Context: an optimization exercise on an open-source flow, tuned for small area. The choices shown serve that exercise and are no tape-out recipe.
The RTL was checked by simulation tests, not by an equivalence proof against the original design.
Power and IR drop assume default switching activity.

==> inputs of run a <==
==> flow/design.v (excerpt) <==
module wb_regfile
#(
  parameter int unsigned CLEAR_ON_RESET = 1,
  parameter int          CNT_W          = 16
) (
  input  logic                  clk,
  input  logic                  rst,
  input  logic                  stall_i,
  input  logic                  flush_i,
  input  logic [wb_regfile_pkg::REG_ADDR_W-1:0] wd_i,
  input  logic                  wreg_i,
  input  logic [wb_regfile_pkg::REG_W-1:0]      wdata_i,
  input  logic                  re1_i,
  input  logic [wb_regfile_pkg::REG_ADDR_W-1:0] raddr1_i,
  input  logic                  re2_i,
  input  logic [wb_regfile_pkg::REG_ADDR_W-1:0] raddr2_i,
  output logic [wb_regfile_pkg::REG_W-1:0]      rdata1_o,
  output logic [wb_regfile_pkg::REG_W-1:0]      rdata2_o,
  output logic [wb_regfile_pkg::REG_ADDR_W-1:0] wb_wd_o,
  output logic                  wb_wreg_o,
  output logic [wb_regfile_pkg::REG_W-1:0]      wb_wdata_o,
  output logic [CNT_W-1:0]      wb_cnt_o
);
==> module mem_wb, before the edit <==
module mem_wb
#(
  parameter int ADDR_W = wb_regfile_pkg::REG_ADDR_W,
  parameter int DATA_W = wb_regfile_pkg::REG_W
) (
  input  logic              clk,
  input  logic              rst,
  input  logic              stall_i,
  input  logic              flush_i,
  input  logic [ADDR_W-1:0] wd_i,
  input  logic              wreg_i,
  input  logic [DATA_W-1:0] wdata_i,
  output logic [ADDR_W-1:0] wd_o,
  output logic              wreg_o,
  output logic [DATA_W-1:0] wdata_o
);
  always_ff @(posedge clk) begin
    if (rst == 1'b1 || flush_i) begin
      wd_o    <= '0;
      wreg_o  <= 1'b0;
      wdata_o <= '0;
    end else if (!stall_i) begin
      wd_o    <= wd_i;
      wreg_o  <= wreg_i;
      wdata_o <= wdata_i;
    end
  end
endmodule
==> module wb_regfile, before the edit <==
module wb_regfile
#(
  parameter int unsigned CLEAR_ON_RESET = 1,
  parameter int          CNT_W          = 16
) (
  input  logic                  clk,
  input  logic                  rst,
  input  logic                  stall_i,
  input  logic                  flush_i,
  input  logic [wb_regfile_pkg::REG_ADDR_W-1:0] wd_i,
  input  logic                  wreg_i,
  input  logic [wb_regfile_pkg::REG_W-1:0]      wdata_i,
  input  logic                  re1_i,
  input  logic [wb_regfile_pkg::REG_ADDR_W-1:0] raddr1_i,
  input  logic                  re2_i,
  input  logic [wb_regfile_pkg::REG_ADDR_W-1:0] raddr2_i,
  output logic [wb_regfile_pkg::REG_W-1:0]      rdata1_o,
  output logic [wb_regfile_pkg::REG_W-1:0]      rdata2_o,
  output logic [wb_regfile_pkg::REG_ADDR_W-1:0] wb_wd_o,
  output logic                  wb_wreg_o,
  output logic [wb_regfile_pkg::REG_W-1:0]      wb_wdata_o,
  output logic [CNT_W-1:0]      wb_cnt_o
);
  localparam logic [CNT_W-1:0] CNT_ONE = {{(CNT_W-1){1'b0}}, 1'b1};
  logic [wb_regfile_pkg::REG_W-1:0] regs [0:wb_regfile_pkg::REG_NUM-1];
  logic             commit;
  mem_wb #(.ADDR_W(wb_regfile_pkg::REG_ADDR_W), .DATA_W(wb_regfile_pkg::REG_W)) u_mem_wb (
    .clk     (clk),
    .rst     (rst),
    .stall_i (stall_i),
    .flush_i (flush_i),
    .wd_i    (wd_i),
    .wreg_i  (wreg_i),
    .wdata_i (wdata_i),
    .wd_o    (wb_wd_o),
    .wreg_o  (wb_wreg_o),
    .wdata_o (wb_wdata_o)
  );
  assign commit = (wb_wreg_o == 1'b1) && (wb_wd_o != wb_regfile_pkg::NOP_REG_ADDR);
  always_ff @(posedge clk) begin
    if (rst == 1'b1) begin
      wb_cnt_o <= '0;
      if (CLEAR_ON_RESET != 0) begin
        for (int i = 0; i < wb_regfile_pkg::REG_NUM; i++) begin
          regs[i] <= wb_regfile_pkg::ZERO_WORD;
        end
      end
    end else if (commit) begin
      regs[wb_wd_o] <= wb_wdata_o;
      wb_cnt_o      <= wb_cnt_o + CNT_ONE;
    end
  end
  function automatic logic [wb_regfile_pkg::REG_W-1:0] read_port(
    input logic                  re,
    input logic [wb_regfile_pkg::REG_ADDR_W-1:0] addr,
    input logic [wb_regfile_pkg::REG_W-1:0]      array_val
  );
    if (rst == 1'b1 || re != 1'b1 || addr == wb_regfile_pkg::NOP_REG_ADDR) begin
      read_port = wb_regfile_pkg::ZERO_WORD;
    end else if (wb_wreg_o == 1'b1 && wb_wd_o == addr) begin
      read_port = wb_wdata_o;
    end else begin
      read_port = array_val;
    end
  endfunction
  always_comb begin
    rdata1_o = read_port(re1_i, raddr1_i, regs[raddr1_i]);
    rdata2_o = read_port(re2_i, raddr2_i, regs[raddr2_i]);
  end
endmodule
Settings: LEC_CHECK=0, CAP_MARGIN=20, CORE_MARGIN=2, CORE_UTILIZATION=35, PLACE_DENSITY=0.55, SETUP_SLACK_MARGIN=0.3, SLEW_MARGIN=20; clock period 6.0 ns.
run.sh (not shown) runs the stock make flow with config.mk's settings and CLKGATE_MAP_FILE= SYNTH_SCRIPT=/design/flow/synth_recipe.tcl, a recipe that flattens the netlist after the stock synthesis.
==> inputs of run b, as changes to run a <==
--- a/flow/design.v
+++ b/flow/design.v
@@ -22,14 +22,57 @@
   output logic [DATA_W-1:0] wdata_o
 );
+  localparam int W = ADDR_W + 1 + DATA_W;
+  logic         keep;
+  logic [W-1:0] q;
+  logic [W-1:0] d;
+  assign keep = !(rst == 1'b1) && !flush_i;
+  wbr_ao22 #(.W(W)) u_next (
+    .a (keep && !stall_i), .da({wd_i, wreg_i, wdata_i}),
+    .b (keep && stall_i),  .db(q),
+    .y (d)
+  );
   always_ff @(posedge clk) begin
-    if (rst == 1'b1 || flush_i) begin
-      wd_o    <= '0;
-      wreg_o  <= 1'b0;
-      wdata_o <= '0;
-    end else if (!stall_i) begin
-      wd_o    <= wd_i;
-      wreg_o  <= wreg_i;
-      wdata_o <= wdata_i;
-    end
+    q <= d;
+  end
+  assign {wd_o, wreg_o, wdata_o} = q;
+endmodule
+module wbr_ao22
+#(
+  parameter int W = 32
+) (
+  input  logic         a,
+  input  logic [W-1:0] da,
+  input  logic         b,
+  input  logic [W-1:0] db,
+  output logic [W-1:0] y
+);
+  assign y = ({W{a}} & da) | ({W{b}} & db);
+endmodule
+module wbr_aoi3
+#(
+  parameter int W = 32
+) (
+  input  logic [2:0]   s,
+  input  logic [W-1:0] d0,
+  input  logic [W-1:0] d1,
+  input  logic [W-1:0] d2,
+  output logic [W-1:0] yn
+);
+  assign yn = ~(({W{s[0]}} & d0) | ({W{s[1]}} & d1) | ({W{s[2]}} & d2));
+endmodule
+module wbr_nor_tree
+#(
+  parameter int W = 32,
+  parameter int N = 10
+) (
+  input  logic [N*W-1:0] xn,
+  input  logic           s,
+  input  logic [W-1:0]   d,
+  output logic [W-1:0]   y
+);
+  always_comb begin
+    y = ~({W{s}} & d);
+    for (int i = 0; i < N; i++) y = y & xn[i*W +: W];
+    y = ~y;
   end
 endmodule
@@ -57,7 +100,11 @@
   output logic [CNT_W-1:0]      wb_cnt_o
 );
-  localparam logic [CNT_W-1:0] CNT_ONE = {{(CNT_W-1){1'b0}}, 1'b1};
-  logic [wb_regfile_pkg::REG_W-1:0] regs [0:wb_regfile_pkg::REG_NUM-1];
-  logic             commit;
+  localparam int DW = wb_regfile_pkg::REG_W;
+  localparam int NR = wb_regfile_pkg::REG_NUM;
+  localparam int NS = (NR - 1) / 3;    
+  logic [DW-1:0] regs [1:NR-1];
+  logic          commit;
+  logic          fill;
+  logic          live;
   mem_wb #(.ADDR_W(wb_regfile_pkg::REG_ADDR_W), .DATA_W(wb_regfile_pkg::REG_W)) u_mem_wb (
     .clk     (clk),
@@ -76,30 +123,50 @@
     if (rst == 1'b1) begin
       wb_cnt_o <= '0;
-      if (CLEAR_ON_RESET != 0) begin
-        for (int i = 0; i < wb_regfile_pkg::REG_NUM; i++) begin
-          regs[i] <= wb_regfile_pkg::ZERO_WORD;
-        end
-      end
     end else if (commit) begin
-      regs[wb_wd_o] <= wb_wdata_o;
-      wb_cnt_o      <= wb_cnt_o + CNT_ONE;
+      wb_cnt_o <= wb_cnt_o + 1'b1;
     end
   end
-  function automatic logic [wb_regfile_pkg::REG_W-1:0] read_port(
-    input logic                  re,
-    input logic [wb_regfile_pkg::REG_ADDR_W-1:0] addr,
-    input logic [wb_regfile_pkg::REG_W-1:0]      array_val
+  assign live = !(rst == 1'b1);
+  assign fill = live && !flush_i && !stall_i && (wreg_i == 1'b1);
+  for (genvar i = 1; i < NR; i++) begin : g_reg
+    logic          wr;
+    logic [DW-1:0] d;
+    assign wr = fill && (wd_i == i);
+    for (genvar b = 0; b < DW; b++) begin : g_bit
+      wbr_ao22 #(.W(1)) u_next (
+        .a(wr), .da(wdata_i[b]), .b(live && !wr), .db(regs[i][b]), .y(d[b])
+      );
+    end
+    always_ff @(posedge clk) begin
+      regs[i] <= d;
+    end
+  end
+  logic [NR-1:0]    sel1, sel2;
+  logic [NS*DW-1:0] part1, part2;
+  always_comb begin
+    for (int i = 0; i < NR; i++) begin
+      sel1[i] = live && (re1_i == 1'b1) && (raddr1_i == i) && (i != 0);
+      sel2[i] = live && (re2_i == 1'b1) && (raddr2_i == i) && (i != 0);
+    end
+  end
+  for (genvar k = 0; k < NS; k++) begin : g_slice
+    for (genvar b = 0; b < DW; b++) begin : g_bit
+      wbr_aoi3 #(.W(1)) u_p1 (
+        .s(sel1[3*k+1 +: 3]),
+        .d0(regs[3*k+1][b]), .d1(regs[3*k+2][b]), .d2(regs[3*k+3][b]),
+        .yn(part1[k*DW+b])
+      );
+      wbr_aoi3 #(.W(1)) u_p2 (
+        .s(sel2[3*k+1 +: 3]),
+        .d0(regs[3*k+1][b]), .d1(regs[3*k+2][b]), .d2(regs[3*k+3][b]),
+        .yn(part2[k*DW+b])
+      );
+    end
+  end
+  wbr_nor_tree #(.W(DW), .N(NS)) u_or1 (
+    .xn(part1), .s(sel1[NR-1]), .d(regs[NR-1]), .y(rdata1_o)
   );
-    if (rst == 1'b1 || re != 1'b1 || addr == wb_regfile_pkg::NOP_REG_ADDR) begin
-      read_port = wb_regfile_pkg::ZERO_WORD;
-    end else if (wb_wreg_o == 1'b1 && wb_wd_o == addr) begin
-      read_port = wb_wdata_o;
-    end else begin
-      read_port = array_val;
-    end
-  endfunction
-  always_comb begin
-    rdata1_o = read_port(re1_i, raddr1_i, regs[raddr1_i]);
-    rdata2_o = read_port(re2_i, raddr2_i, regs[raddr2_i]);
-  end
+  wbr_nor_tree #(.W(DW), .N(NS)) u_or2 (
+    .xn(part2), .s(sel2[NR-1]), .d(regs[NR-1]), .y(rdata2_o)
+  );
 endmodule
==> flow/flow/run.sh (new file) <==
#!/bin/bash
# The standard layout, with two changes to how it is made:
# - the ports are buffered by the smallest buffer instead of the delay buffer
#   that buffer_ports picks by default;
# - clock tree synthesis uses small clock buffers in small clusters and adds
#   no dummy loads.
set -euo pipefail
export BUFFER_PORTS_ARGS="-buffer_cell sky130_fd_sc_hd__buf_1"
export CTS_ARGS="-sink_clustering_enable -repair_clock_nets -buf_list {sky130_fd_sc_hd__clkbuf_2 sky130_fd_sc_hd__clkbuf_4} -sink_clustering_size 8 -sink_clustering_max_diameter 40 -dont_use_dummy_load"
bash standard.sh > standard.log 2>&1
==> flow/standard.sh (new file) <==
#!/bin/bash
# synth_recipe.tcl (not shown) runs the flow's synth.tcl, then flattens the netlist and writes it again
# the make line also repeats each setting of config.mk as NAME=value (left out here)
make -C /OpenROAD-flow-scripts/flow DESIGN_CONFIG=/design/flow/config.mk WORK_HOME=/design/flow/orfs CLKGATE_MAP_FILE= SYNTH_SCRIPT=/design/flow/synth_recipe.tcl "${@:-finish}"
==> flow/config.mk (replaced) <==
export PLATFORM = sky130hd
export DESIGN_NAME = wb_regfile
export DESIGN_NICKNAME = wb_regfile
export VERILOG_FILES = /design/flow/design.v
export SDC_FILE = /design/flow/constraint.sdc
export NUM_CORES = 4
export LEC_CHECK = 0
export CAP_MARGIN = 10
export CELL_PAD_IN_SITES_DETAIL_PLACEMENT = 1
export CELL_PAD_IN_SITES_GLOBAL_PLACEMENT = 1
export CORE_MARGIN = 2
export CORE_UTILIZATION = 45
export CTS_BUF_LIST = sky130_fd_sc_hd__clkbuf_2 sky130_fd_sc_hd__clkbuf_4
export CTS_CLUSTER_DIAMETER = 40
export CTS_CLUSTER_SIZE = 8
export PLACE_DENSITY = 0.6
export SETUP_SLACK_MARGIN = 0
export SLEW_MARGIN = 10
export SYNTH_HIERARCHICAL = 1
removed: flow/run.sh
==> inputs of run c, as changes to run a <==
--- a/flow/design.v
+++ b/flow/design.v
@@ -22,14 +22,57 @@
   output logic [DATA_W-1:0] wdata_o
 );
+  localparam int W = ADDR_W + 1 + DATA_W;
+  logic         keep;
+  logic [W-1:0] q;
+  logic [W-1:0] d;
+  assign keep = !(rst == 1'b1) && !flush_i;
+  wbr_ao22 #(.W(W)) u_next (
+    .a (keep && !stall_i), .da({wd_i, wreg_i, wdata_i}),
+    .b (keep && stall_i),  .db(q),
+    .y (d)
+  );
   always_ff @(posedge clk) begin
-    if (rst == 1'b1 || flush_i) begin
-      wd_o    <= '0;
-      wreg_o  <= 1'b0;
-      wdata_o <= '0;
-    end else if (!stall_i) begin
-      wd_o    <= wd_i;
-      wreg_o  <= wreg_i;
-      wdata_o <= wdata_i;
-    end
+    q <= d;
+  end
+  assign {wd_o, wreg_o, wdata_o} = q;
+endmodule
+module wbr_ao22
+#(
+  parameter int W = 32
+) (
+  input  logic         a,
+  input  logic [W-1:0] da,
+  input  logic         b,
+  input  logic [W-1:0] db,
+  output logic [W-1:0] y
+);
+  assign y = ({W{a}} & da) | ({W{b}} & db);
+endmodule
+module wbr_aoi3
+#(
+  parameter int W = 32
+) (
+  input  logic [2:0]   s,
+  input  logic [W-1:0] d0,
+  input  logic [W-1:0] d1,
+  input  logic [W-1:0] d2,
+  output logic [W-1:0] yn
+);
+  assign yn = ~(({W{s[0]}} & d0) | ({W{s[1]}} & d1) | ({W{s[2]}} & d2));
+endmodule
+module wbr_nor_tree
+#(
+  parameter int W = 32,
+  parameter int N = 10
+) (
+  input  logic [N*W-1:0] xn,
+  input  logic           s,
+  input  logic [W-1:0]   d,
+  output logic [W-1:0]   y
+);
+  always_comb begin
+    y = ~({W{s}} & d);
+    for (int i = 0; i < N; i++) y = y & xn[i*W +: W];
+    y = ~y;
   end
 endmodule
@@ -57,7 +100,11 @@
   output logic [CNT_W-1:0]      wb_cnt_o
 );
-  localparam logic [CNT_W-1:0] CNT_ONE = {{(CNT_W-1){1'b0}}, 1'b1};
-  logic [wb_regfile_pkg::REG_W-1:0] regs [0:wb_regfile_pkg::REG_NUM-1];
-  logic             commit;
+  localparam int DW = wb_regfile_pkg::REG_W;
+  localparam int NR = wb_regfile_pkg::REG_NUM;
+  localparam int NS = (NR - 1) / 3;    
+  logic [DW-1:0] regs [1:NR-1];
+  logic          commit;
+  logic          fill;
+  logic          live;
   mem_wb #(.ADDR_W(wb_regfile_pkg::REG_ADDR_W), .DATA_W(wb_regfile_pkg::REG_W)) u_mem_wb (
     .clk     (clk),
@@ -76,30 +123,50 @@
     if (rst == 1'b1) begin
       wb_cnt_o <= '0;
-      if (CLEAR_ON_RESET != 0) begin
-        for (int i = 0; i < wb_regfile_pkg::REG_NUM; i++) begin
-          regs[i] <= wb_regfile_pkg::ZERO_WORD;
-        end
-      end
     end else if (commit) begin
-      regs[wb_wd_o] <= wb_wdata_o;
-      wb_cnt_o      <= wb_cnt_o + CNT_ONE;
+      wb_cnt_o <= wb_cnt_o + 1'b1;
     end
   end
-  function automatic logic [wb_regfile_pkg::REG_W-1:0] read_port(
-    input logic                  re,
-    input logic [wb_regfile_pkg::REG_ADDR_W-1:0] addr,
-    input logic [wb_regfile_pkg::REG_W-1:0]      array_val
+  assign live = !(rst == 1'b1);
+  assign fill = live && !flush_i && !stall_i && (wreg_i == 1'b1);
+  for (genvar i = 1; i < NR; i++) begin : g_reg
+    logic          wr;
+    logic [DW-1:0] d;
+    assign wr = fill && (wd_i == i);
+    for (genvar b = 0; b < DW; b++) begin : g_bit
+      wbr_ao22 #(.W(1)) u_next (
+        .a(wr), .da(wdata_i[b]), .b(live && !wr), .db(regs[i][b]), .y(d[b])
+      );
+    end
+    always_ff @(posedge clk) begin
+      regs[i] <= d;
+    end
+  end
+  logic [NR-1:0]    sel1, sel2;
+  logic [NS*DW-1:0] part1, part2;
+  always_comb begin
+    for (int i = 0; i < NR; i++) begin
+      sel1[i] = live && (re1_i == 1'b1) && (raddr1_i == i) && (i != 0);
+      sel2[i] = live && (re2_i == 1'b1) && (raddr2_i == i) && (i != 0);
+    end
+  end
+  for (genvar k = 0; k < NS; k++) begin : g_slice
+    for (genvar b = 0; b < DW; b++) begin : g_bit
+      wbr_aoi3 #(.W(1)) u_p1 (
+        .s(sel1[3*k+1 +: 3]),
+        .d0(regs[3*k+1][b]), .d1(regs[3*k+2][b]), .d2(regs[3*k+3][b]),
+        .yn(part1[k*DW+b])
+      );
+      wbr_aoi3 #(.W(1)) u_p2 (
+        .s(sel2[3*k+1 +: 3]),
+        .d0(regs[3*k+1][b]), .d1(regs[3*k+2][b]), .d2(regs[3*k+3][b]),
+        .yn(part2[k*DW+b])
+      );
+    end
+  end
+  wbr_nor_tree #(.W(DW), .N(NS)) u_or1 (
+    .xn(part1), .s(sel1[NR-1]), .d(regs[NR-1]), .y(rdata1_o)
   );
-    if (rst == 1'b1 || re != 1'b1 || addr == wb_regfile_pkg::NOP_REG_ADDR) begin
-      read_port = wb_regfile_pkg::ZERO_WORD;
-    end else if (wb_wreg_o == 1'b1 && wb_wd_o == addr) begin
-      read_port = wb_wdata_o;
-    end else begin
-      read_port = array_val;
-    end
-  endfunction
-  always_comb begin
-    rdata1_o = read_port(re1_i, raddr1_i, regs[raddr1_i]);
-    rdata2_o = read_port(re2_i, raddr2_i, regs[raddr2_i]);
-  end
+  wbr_nor_tree #(.W(DW), .N(NS)) u_or2 (
+    .xn(part2), .s(sel2[NR-1]), .d(regs[NR-1]), .y(rdata2_o)
+  );
 endmodule
--- a/flow/config.mk
+++ b/flow/config.mk
@@ -12,2 +12,3 @@
 export SETUP_SLACK_MARGIN = 0.3
 export SLEW_MARGIN = 20
+export SYNTH_HIERARCHICAL = 1
==> summary.txt <==
Run c finished clean. Run b completed with no timing, DRC or antenna violations. Run a produced a clean layout. In run a the register-to-register slack is lower than in run c, by 2800 ps. Against run a, the synthesized area of run b is smaller by about 30%. In sequential cell count, run c and run b do not differ. Between run b and run a, the lower synthesized cell count is in run b (gap about 20%, measured against run a). Design area, highest first: run a, run c, run b. The highest power belongs to run a, the lowest to run b. The lowest global-route usage belongs to run a, the highest to run b. Critical path depth, lowest first: run b, run a, run c. Of run a and run c, run c has the higher clock-buffer cell count (gap 11). Between run c and run a, the lower sequential power is in run c (gap 19%, measured against run a).

static timing again, ports no longer ideal:
In the flow no input, the clock included, has a driving cell. The finished layouts below were timed again as built, in two steps.
Step 1, drivers: a clkbuf_16 drives clk and a buf_2 each remaining input, both assumed.
Step 2 moves the port delays by t, midway between the first and last clock arrival at a register: inputs arrive t later, outputs are due t later. That takes back most of the time a late clock gives input paths.
Three values: ideal, step 1, step 2; two values: the first two.
run	t, ns	setup WS [ns]	worst setup path at the end	latest minus earliest clock arrival (ns)
run a	0.820	0.309 / 0.257 / 0.257	input to output	0.037 / 0.037
run b	1.175	0.130 / 0.105 / 0.105	input to output	0.104 / 0.105
run c	0.791	0.124 / 0.100 / 0.100	input to output	0.072 / 0.072
After both steps setup and hold are still met in every run listed. For run a, which loses most, drivers alone change the setup slack by -0.052 ns; drivers and shift together by -0.052 ns.
